Source: an optimization exercise on an open RTL-to-GDS flow (aim: small area). Production flows keep margins and buffers that such runs may drop. Where RTL was checked, it was by simulation tests only, not by an equivalence proof against the original. Power and IR drop assume default switching activity.

==> run G: inputs <==
## fg_multi_waveform_gen
module fg_multi_waveform_gen #(
  parameter int CHANNELS          = 4,
  parameter int COUNTER_BITWIDTH  = 32,
  parameter int WAVEFORM_BITWIDTH = 16
) (
  input  logic                                         clk_i,
  input  logic                                         rst_i,
  input  logic                                         clk_en_i,
  input  logic                                         sync_i,
  input  logic                                         cfg_valid_i,
  output logic                                         cfg_ready_o,
  input  logic [fg_pkg::ch_idx_w(CHANNELS)-1:0]        cfg_ch_i,
  input  logic [COUNTER_BITWIDTH-1:0]                  cfg_period_i,
  input  logic [COUNTER_BITWIDTH-1:0]                  cfg_on_i,
  input  logic [WAVEFORM_BITWIDTH-1:0]                 cfg_k_rise_i,
  input  logic [WAVEFORM_BITWIDTH-1:0]                 cfg_k_fall_i,
  input  logic [WAVEFORM_BITWIDTH-1:0]                 cfg_amp_i,
  input  logic                                         cfg_en_i,
  input  logic                                         cfg_invert_i,
  output logic [CHANNELS*(WAVEFORM_BITWIDTH+1)-1:0]    out_o,
  output logic [CHANNELS-1:0]                          period_start_o
);
==> module fg_slope_channel, before the edit <==
module fg_slope_channel #(
  parameter int CB = 32,
  parameter int W  = 16
) (
  input  logic                  clk_i,
  input  logic                  rst_i,
  input  logic                  clk_en_i,
  input  logic                  sync_i,
  input  logic                  pending_i,
  input  logic [2*CB+3*W+1:0]   shadow_i,
  output logic                  commit_o,
  output logic [W:0]            out_o,
  output logic                  period_start_o
);
  localparam logic [1:0] ST_IDLE = 2'd0, ST_RISE = 2'd1, ST_ON = 2'd2, ST_FALL = 2'd3;
  logic [1:0]    state_q, state_d;
  logic [CB-1:0] cnt_q, cnt_d, period_q, on_q;
  logic [W-1:0]  val_q, val_d, kr_q, nkf_q, namp_q, out_q;
  logic          en_q, inv_q, ps_q;
  logic          clr, tick, wrap, cnt_zero, cnt_on, cnt_per, kill;
  logic [W:0]    sum_rise;
  logic          val_is_amp, val_is_zero, clamp;
  function automatic logic [W:0] radd(input logic [W-1:0] a, input logic [W-1:0] b,
                                      input logic cin);
    logic c;
    c = cin;
    for (int i = 0; i < W; i++) begin
      radd[i] = a[i] ^ b[i] ^ c;
      c       = (a[i] & b[i]) | (c & (a[i] ^ b[i]));
    end
    radd[W] = c;
  endfunction
  function automatic logic [CB-1:0] rinc(input logic [CB-1:0] a, input logic inc);
    logic c;
    c = inc;
    for (int i = 0; i < CB; i++) begin
      rinc[i] = a[i] ^ c;
      c       = a[i] & c;
    end
  endfunction
  logic [W:0] t_amp, t_fall, t_clamp;
  always_comb begin
    clr      = rst_i | !en_q;
    tick     = clk_en_i;
    cnt_per  = (cnt_q == period_q);
    cnt_on   = (cnt_q == on_q);
    cnt_zero = (cnt_q == '0);
    wrap     = sync_i | cnt_per;
    commit_o = pending_i & (!en_q | (clk_en_i & wrap));
    kill     = clr | (tick & wrap);
    cnt_d    = rinc(cnt_q, tick) & {CB{!kill}};
    t_amp       = radd(val_q, namp_q, 1'b0);
    t_fall      = radd(val_q, nkf_q, 1'b1);
    sum_rise    = radd(val_q, kr_q, 1'b0);
    t_clamp     = radd(sum_rise[W-1:0], namp_q, 1'b0);
    clamp       = sum_rise[W] | t_clamp[W];
    val_is_amp  = &t_amp[W-1:0];
    val_is_zero = (val_q == '0);
    state_d = state_q;
    case (state_q)
      ST_IDLE: if (cnt_zero) state_d = ST_RISE;
      ST_RISE: begin
        if (cnt_on)          state_d = ST_FALL;
        else if (val_is_amp) state_d = ST_ON;
        else if (cnt_per)    state_d = ST_IDLE;
      end
      ST_ON: begin
        if (cnt_zero)    state_d = ST_RISE;
        else if (cnt_on) state_d = ST_FALL;
      end
      default: begin
        if (cnt_zero)         state_d = ST_RISE;
        else if (val_is_zero) state_d = ST_IDLE;
      end
    endcase
    case (state_d)
      ST_IDLE: val_d = '0;
      ST_RISE: val_d = clamp ? ~namp_q : sum_rise[W-1:0];
      ST_ON:   val_d = ~namp_q;
      default: val_d = t_fall[W] ? t_fall[W-1:0] : '0;
    endcase
    if (clr) begin
      state_d = ST_IDLE;
      val_d   = '0;
    end else if (!tick) begin
      state_d = state_q;
      val_d   = val_q;
    end
  end
  always_ff @(posedge clk_i) begin
    if (commit_o)
      {period_q, on_q, kr_q, nkf_q, namp_q} <= shadow_i[2*CB+3*W+1:2];
    if (rst_i) begin
      en_q  <= 1'b0;
      inv_q <= 1'b0;
    end else if (commit_o) begin
      {en_q, inv_q} <= shadow_i[1:0];
    end
    cnt_q   <= cnt_d;
    state_q <= state_d;
    val_q   <= val_d;
    ps_q    <= !clr & tick & wrap;
    out_q   <= rst_i ? '0 : (inv_q ? ~t_amp[W-1:0] : val_q);
  end
  assign out_o          = {1'b0, out_q};
  assign period_start_o = ps_q;
endmodule
Settings: LEC_CHECK=0, CAP_MARGIN=20, CORE_MARGIN=2, CORE_UTILIZATION=70, CTS_BUF_LIST=sky130_fd_sc_hd__clkbuf_4, SLEW_MARGIN=20; clock period 6.0 ns.
run.sh (not shown) runs the stock make flow with config.mk's settings and CLKGATE_MAP_FILE= SYNTH_SCRIPT=/design/flow/synth_recipe.tcl, a recipe that flattens the netlist after the stock synthesis.
==> run E (differences from run G) <==
--- a/flow/design.v
+++ b/flow/design.v
@@ -27,47 +27,64 @@
   output logic                  period_start_o
 );
   localparam logic [1:0] ST_IDLE = 2'd0, ST_RISE = 2'd1, ST_ON = 2'd2, ST_FALL = 2'd3;
+  localparam int N = W + 1;
+  function automatic logic [W:0] bkadd(input logic [W-1:0] a, input logic [W-1:0] b,
+                                       input logic cin);
+    logic [N-1:0] g, p, pp;
+    g[0]  = cin;
+    p[0]  = 1'b0;
+    pp[0] = 1'b0;
+    for (int i = 0; i < W; i++) begin
+      g[i+1]  = a[i] & b[i];
+      p[i+1]  = a[i] ^ b[i];
+      pp[i+1] = a[i] ^ b[i];
+    end
+    for (int d = 1; d < N; d = d * 2)
+      for (int i = 2 * d - 1; i < N; i = i + 2 * d) begin
+        g[i] = g[i] | (p[i] & g[i-d]);
+        p[i] = p[i] & p[i-d];
+      end
+    for (int d = N / 2; d >= 1; d = d / 2)
+      for (int i = 3 * d - 1; i < N; i = i + 2 * d) begin
+        g[i] = g[i] | (p[i] & g[i-d]);
+        p[i] = p[i] & p[i-d];
+      end
+    for (int i = 0; i < W; i++) bkadd[i] = pp[i+1] ^ g[i];
+    bkadd[W] = g[W];
+  endfunction
+  function automatic logic [CB-1:0] cinc(input logic [CB-1:0] a, input logic inc);
+    logic c, cg;
+    cg = inc;
+    for (int k = 0; k < CB / 4; k++) begin
+      c = cg;
+      for (int i = 4 * k; i < 4 * k + 4; i++) begin
+        cinc[i] = a[i] ^ c;
+        c       = a[i] & c;
+      end
+      cg = cg & (&a[4*k +: 4]);
+    end
+  endfunction
   logic [1:0]    state_q, state_d;
   logic [CB-1:0] cnt_q, cnt_d, period_q, on_q;
-  logic [W-1:0]  val_q, val_d, kr_q, nkf_q, namp_q, out_q;
+  logic [W-1:0]  val_q, val_d, kr_q, nkf_q, namp_q, out_q, amp;
   logic          en_q, inv_q, ps_q;
-  logic          clr, tick, wrap, cnt_zero, cnt_on, cnt_per, kill;
-  logic [W:0]    sum_rise;
+  logic          clr, tick, wrap, cnt_zero, cnt_on, cnt_per, kill, upd;
   logic          val_is_amp, val_is_zero, clamp;
-  function automatic logic [W:0] radd(input logic [W-1:0] a, input logic [W-1:0] b,
-                                      input logic cin);
-    logic c;
-    c = cin;
-    for (int i = 0; i < W; i++) begin
-      radd[i] = a[i] ^ b[i] ^ c;
-      c       = (a[i] & b[i]) | (c & (a[i] ^ b[i]));
-    end
-    radd[W] = c;
-  endfunction
-  function automatic logic [CB-1:0] rinc(input logic [CB-1:0] a, input logic inc);
-    logic c;
-    c = inc;
-    for (int i = 0; i < CB; i++) begin
-      rinc[i] = a[i] ^ c;
-      c       = a[i] & c;
-    end
-  endfunction
-  logic [W:0] t_amp, t_fall, t_clamp;
+  logic [W:0]    t_amp, t_sum, t_cmp;
+  logic          to_fall;
   always_comb begin
     clr      = rst_i | !en_q;
     tick     = clk_en_i;
+    upd      = !clr & tick;
     cnt_per  = (cnt_q == period_q);
     cnt_on   = (cnt_q == on_q);
     cnt_zero = (cnt_q == '0);
     wrap     = sync_i | cnt_per;
     commit_o = pending_i & (!en_q | (clk_en_i & wrap));
     kill     = clr | (tick & wrap);
-    cnt_d    = rinc(cnt_q, tick) & {CB{!kill}};
-    t_amp       = radd(val_q, namp_q, 1'b0);
-    t_fall      = radd(val_q, nkf_q, 1'b1);
-    sum_rise    = radd(val_q, kr_q, 1'b0);
-    t_clamp     = radd(sum_rise[W-1:0], namp_q, 1'b0);
-    clamp       = sum_rise[W] | t_clamp[W];
+    cnt_d    = cinc(cnt_q, tick) & {CB{!kill}};
+    amp         = ~namp_q;
+    t_amp       = bkadd(val_q, namp_q, 1'b0);   
     val_is_amp  = &t_amp[W-1:0];
     val_is_zero = (val_q == '0);
     state_d = state_q;
@@ -87,11 +104,17 @@
         else if (val_is_zero) state_d = ST_IDLE;
       end
     endcase
+    to_fall = (state_q == ST_RISE & cnt_on) |
+              (state_q == ST_ON & !cnt_zero & cnt_on) |
+              (state_q == ST_FALL & !cnt_zero & !val_is_zero);
+    t_sum   = bkadd(val_q, to_fall ? nkf_q : kr_q, to_fall);
+    t_cmp   = bkadd(kr_q, t_amp[W-1:0], 1'b0);
+    clamp   = t_amp[W] | t_cmp[W];
     case (state_d)
       ST_IDLE: val_d = '0;
-      ST_RISE: val_d = clamp ? ~namp_q : sum_rise[W-1:0];
-      ST_ON:   val_d = ~namp_q;
-      default: val_d = t_fall[W] ? t_fall[W-1:0] : '0;
+      ST_RISE: val_d = clamp ? amp : t_sum[W-1:0];
+      ST_ON:   val_d = amp;
+      default: val_d = t_sum[W] ? t_sum[W-1:0] : '0;
     endcase
     if (clr) begin
       state_d = ST_IDLE;
@@ -113,7 +136,7 @@
     cnt_q   <= cnt_d;
     state_q <= state_d;
     val_q   <= val_d;
-    ps_q    <= !clr & tick & wrap;
+    ps_q    <= upd & wrap;
     out_q   <= rst_i ? '0 : (inv_q ? ~t_amp[W-1:0] : val_q);
   end
   assign out_o          = {1'b0, out_q};
CTS_BUF_LIST = sky130_fd_sc_hd__clkbuf_16   (was sky130_fd_sc_hd__clkbuf_4)
CTS_CLUSTER_DIAMETER = 100   (was not set)
CTS_CLUSTER_SIZE = 30   (was not set)
==> run C (differences from run G) <==
--- a/flow/design.v
+++ b/flow/design.v
@@ -27,47 +27,64 @@
   output logic                  period_start_o
 );
   localparam logic [1:0] ST_IDLE = 2'd0, ST_RISE = 2'd1, ST_ON = 2'd2, ST_FALL = 2'd3;
+  localparam int N = W + 1;
+  function automatic logic [W:0] bkadd(input logic [W-1:0] a, input logic [W-1:0] b,
+                                       input logic cin);
+    logic [N-1:0] g, p, pp;
+    g[0]  = cin;
+    p[0]  = 1'b0;
+    pp[0] = 1'b0;
+    for (int i = 0; i < W; i++) begin
+      g[i+1]  = a[i] & b[i];
+      p[i+1]  = a[i] ^ b[i];
+      pp[i+1] = a[i] ^ b[i];
+    end
+    for (int d = 1; d < N; d = d * 2)
+      for (int i = 2 * d - 1; i < N; i = i + 2 * d) begin
+        g[i] = g[i] | (p[i] & g[i-d]);
+        p[i] = p[i] & p[i-d];
+      end
+    for (int d = N / 2; d >= 1; d = d / 2)
+      for (int i = 3 * d - 1; i < N; i = i + 2 * d) begin
+        g[i] = g[i] | (p[i] & g[i-d]);
+        p[i] = p[i] & p[i-d];
+      end
+    for (int i = 0; i < W; i++) bkadd[i] = pp[i+1] ^ g[i];
+    bkadd[W] = g[W];
+  endfunction
+  function automatic logic [CB-1:0] cinc(input logic [CB-1:0] a, input logic inc);
+    logic c, cg;
+    cg = inc;
+    for (int k = 0; k < CB / 4; k++) begin
+      c = cg;
+      for (int i = 4 * k; i < 4 * k + 4; i++) begin
+        cinc[i] = a[i] ^ c;
+        c       = a[i] & c;
+      end
+      cg = cg & (&a[4*k +: 4]);
+    end
+  endfunction
   logic [1:0]    state_q, state_d;
   logic [CB-1:0] cnt_q, cnt_d, period_q, on_q;
-  logic [W-1:0]  val_q, val_d, kr_q, nkf_q, namp_q, out_q;
+  logic [W-1:0]  val_q, val_d, kr_q, nkf_q, namp_q, out_q, amp;
   logic          en_q, inv_q, ps_q;
-  logic          clr, tick, wrap, cnt_zero, cnt_on, cnt_per, kill;
-  logic [W:0]    sum_rise;
+  logic          clr, tick, wrap, cnt_zero, cnt_on, cnt_per, kill, upd;
   logic          val_is_amp, val_is_zero, clamp;
-  function automatic logic [W:0] radd(input logic [W-1:0] a, input logic [W-1:0] b,
-                                      input logic cin);
-    logic c;
-    c = cin;
-    for (int i = 0; i < W; i++) begin
-      radd[i] = a[i] ^ b[i] ^ c;
-      c       = (a[i] & b[i]) | (c & (a[i] ^ b[i]));
-    end
-    radd[W] = c;
-  endfunction
-  function automatic logic [CB-1:0] rinc(input logic [CB-1:0] a, input logic inc);
-    logic c;
-    c = inc;
-    for (int i = 0; i < CB; i++) begin
-      rinc[i] = a[i] ^ c;
-      c       = a[i] & c;
-    end
-  endfunction
-  logic [W:0] t_amp, t_fall, t_clamp;
+  logic [W:0]    t_amp, t_sum, t_cmp;
+  logic          to_fall;
   always_comb begin
     clr      = rst_i | !en_q;
     tick     = clk_en_i;
+    upd      = !clr & tick;
     cnt_per  = (cnt_q == period_q);
     cnt_on   = (cnt_q == on_q);
     cnt_zero = (cnt_q == '0);
     wrap     = sync_i | cnt_per;
     commit_o = pending_i & (!en_q | (clk_en_i & wrap));
     kill     = clr | (tick & wrap);
-    cnt_d    = rinc(cnt_q, tick) & {CB{!kill}};
-    t_amp       = radd(val_q, namp_q, 1'b0);
-    t_fall      = radd(val_q, nkf_q, 1'b1);
-    sum_rise    = radd(val_q, kr_q, 1'b0);
-    t_clamp     = radd(sum_rise[W-1:0], namp_q, 1'b0);
-    clamp       = sum_rise[W] | t_clamp[W];
+    cnt_d    = cinc(cnt_q, tick) & {CB{!kill}};
+    amp         = ~namp_q;
+    t_amp       = bkadd(val_q, namp_q, 1'b0);   
     val_is_amp  = &t_amp[W-1:0];
     val_is_zero = (val_q == '0);
     state_d = state_q;
@@ -87,11 +104,17 @@
         else if (val_is_zero) state_d = ST_IDLE;
       end
     endcase
+    to_fall = (state_q == ST_RISE & cnt_on) |
+              (state_q == ST_ON & !cnt_zero & cnt_on) |
+              (state_q == ST_FALL & !cnt_zero & !val_is_zero);
+    t_sum   = bkadd(val_q, to_fall ? nkf_q : kr_q, to_fall);
+    t_cmp   = bkadd(kr_q, t_amp[W-1:0], 1'b0);
+    clamp   = t_amp[W] | t_cmp[W];
     case (state_d)
       ST_IDLE: val_d = '0;
-      ST_RISE: val_d = clamp ? ~namp_q : sum_rise[W-1:0];
-      ST_ON:   val_d = ~namp_q;
-      default: val_d = t_fall[W] ? t_fall[W-1:0] : '0;
+      ST_RISE: val_d = clamp ? amp : t_sum[W-1:0];
+      ST_ON:   val_d = amp;
+      default: val_d = t_sum[W] ? t_sum[W-1:0] : '0;
     endcase
     if (clr) begin
       state_d = ST_IDLE;
@@ -113,7 +136,7 @@
     cnt_q   <= cnt_d;
     state_q <= state_d;
     val_q   <= val_d;
-    ps_q    <= !clr & tick & wrap;
+    ps_q    <= upd & wrap;
     out_q   <= rst_i ? '0 : (inv_q ? ~t_amp[W-1:0] : val_q);
   end
   assign out_o          = {1'b0, out_q};
==> flow/flow/run.sh (new file) <==
#!/bin/bash
# Layout flow: the standard ORFS flow (standard.sh, unchanged synthesis)
# with two layout settings that ORFS reads from the environment:
#  - ports are buffered with the smallest buffer (buf_1) instead of the
#    default clkdlybuf4s50_1; every input and output still gets a buffer;
#  - clock tree: clkbuf_16 leaf clusters of up to 28 sinks within 90 um,
#    without the dummy loads CTS adds for balancing.
# The make output goes to flow_make.log here; ORFS's per-step logs stay in
# orfs/logs/.
set -euo pipefail
export BUFFER_PORTS_ARGS="-buffer_cell sky130_fd_sc_hd__buf_1"
export CTS_ARGS="-sink_clustering_enable -repair_clock_nets -sink_clustering_size 28 -sink_clustering_max_diameter 90 -buf_list sky130_fd_sc_hd__clkbuf_16 -dont_use_dummy_load"
bash standard.sh > flow_make.log 2>&1
==> flow/standard.sh (new file) <==
#!/bin/bash
# synth_recipe.tcl (not shown) runs the flow's synth.tcl, then flattens the netlist and writes it again
# the make line also repeats each setting of config.mk as NAME=value (left out here)
make -C /OpenROAD-flow-scripts/flow DESIGN_CONFIG=/design/flow/config.mk WORK_HOME=/design/flow/orfs CLKGATE_MAP_FILE= SYNTH_SCRIPT=/design/flow/synth_recipe.tcl "${@:-finish}"
CTS_BUF_LIST = not set   (was sky130_fd_sc_hd__clkbuf_4)
removed: flow/run.sh
==> comparison table <==
Initial antenna violation count: run E 7; run G 17; run C 5
Layout Utilization: run E 77.6%; run G 88.3%; run C 75.8%
Switch Pwr: run E 2.82 mW; run G 4.04 mW; run C 2.76 mW
Layout cells sized above 1: run E 6.33%; run G 29.2%; run C 6.45%
Achievable clock frequency: run E 0.172 GHz; run G 0.126 GHz; run C 0.174 GHz
Fin crit share: run E 96.7%; run G 132%; run C 96.0%
Run status: run E finished clean; run G complete, but fails checks; run C finished clean
Reasons for failing layout checks: run E -; run G setup timing; run C -
DRT Wirelength: run E 127000 um; run G 156000 um; run C 125000 um
Post-synthesis simple-gate area fraction: run E 7.77%; run G 5.72%; run C 7.77%
Met2 routing resource usage after global routing: run E 58.3%; run G 69.8%; run C 57.1%
DP Worst Slack: run E -0.00109 ns; run G -2.07 ns; run C -0.0281 ns
Top cell by count, worst path: run E sky130_fd_sc_hd__a21o_1; run G sky130_fd_sc_hd__fa_2; run C sky130_fd_sc_hd__a21o_1
Flop+latch power: run E 9.03 mW; run G 9.04 mW; run C 9.03 mW
Compound-cell area share of the yosys netlist: run E 5.89%; run G 4.77%; run C 5.89%
Number of placed instances, taps included: run E 4367; run G 4344; run C 4366
NumNets Final: run E 3946; run G 4267; run C 3950
Post-Synthesis Mean Instance Area: run E 14.9 sq um; run G 15.4 sq um; run C 14.9 sq um
Placed cell areas: run E 52000 sq um; run G 54900 sq um; run C 50800 sq um
Only the layout flow was run in run G; the RTL was not checked for function there.

what the ideal ports hide:
In the flow no input, the clock included, has a driving cell. The finished layouts below were timed again as built, in two steps. Step 1, drivers: a clkbuf_16 drives clk_i and a buf_2 each remaining input, both assumed. Step 2, shift: input delay + t, output delay - t, t = (earliest + latest rising clock arrival at the registers) / 2. This alone moves slack from input paths to output paths. Three values: ideal ports, drivers, drivers and shift; two values: the first two.
run	t (ns)	slack for setup (ns)	worst setup path at the end	pins driven straight from the clock port
run G	1.191	-1.942 / -1.942 / -1.942	register to register	1
run E	0.705	0.199 / 0.199 / 0.199	register to register	1
run C	0.696	0.238 / 0.238 / 0.238	register to register	1
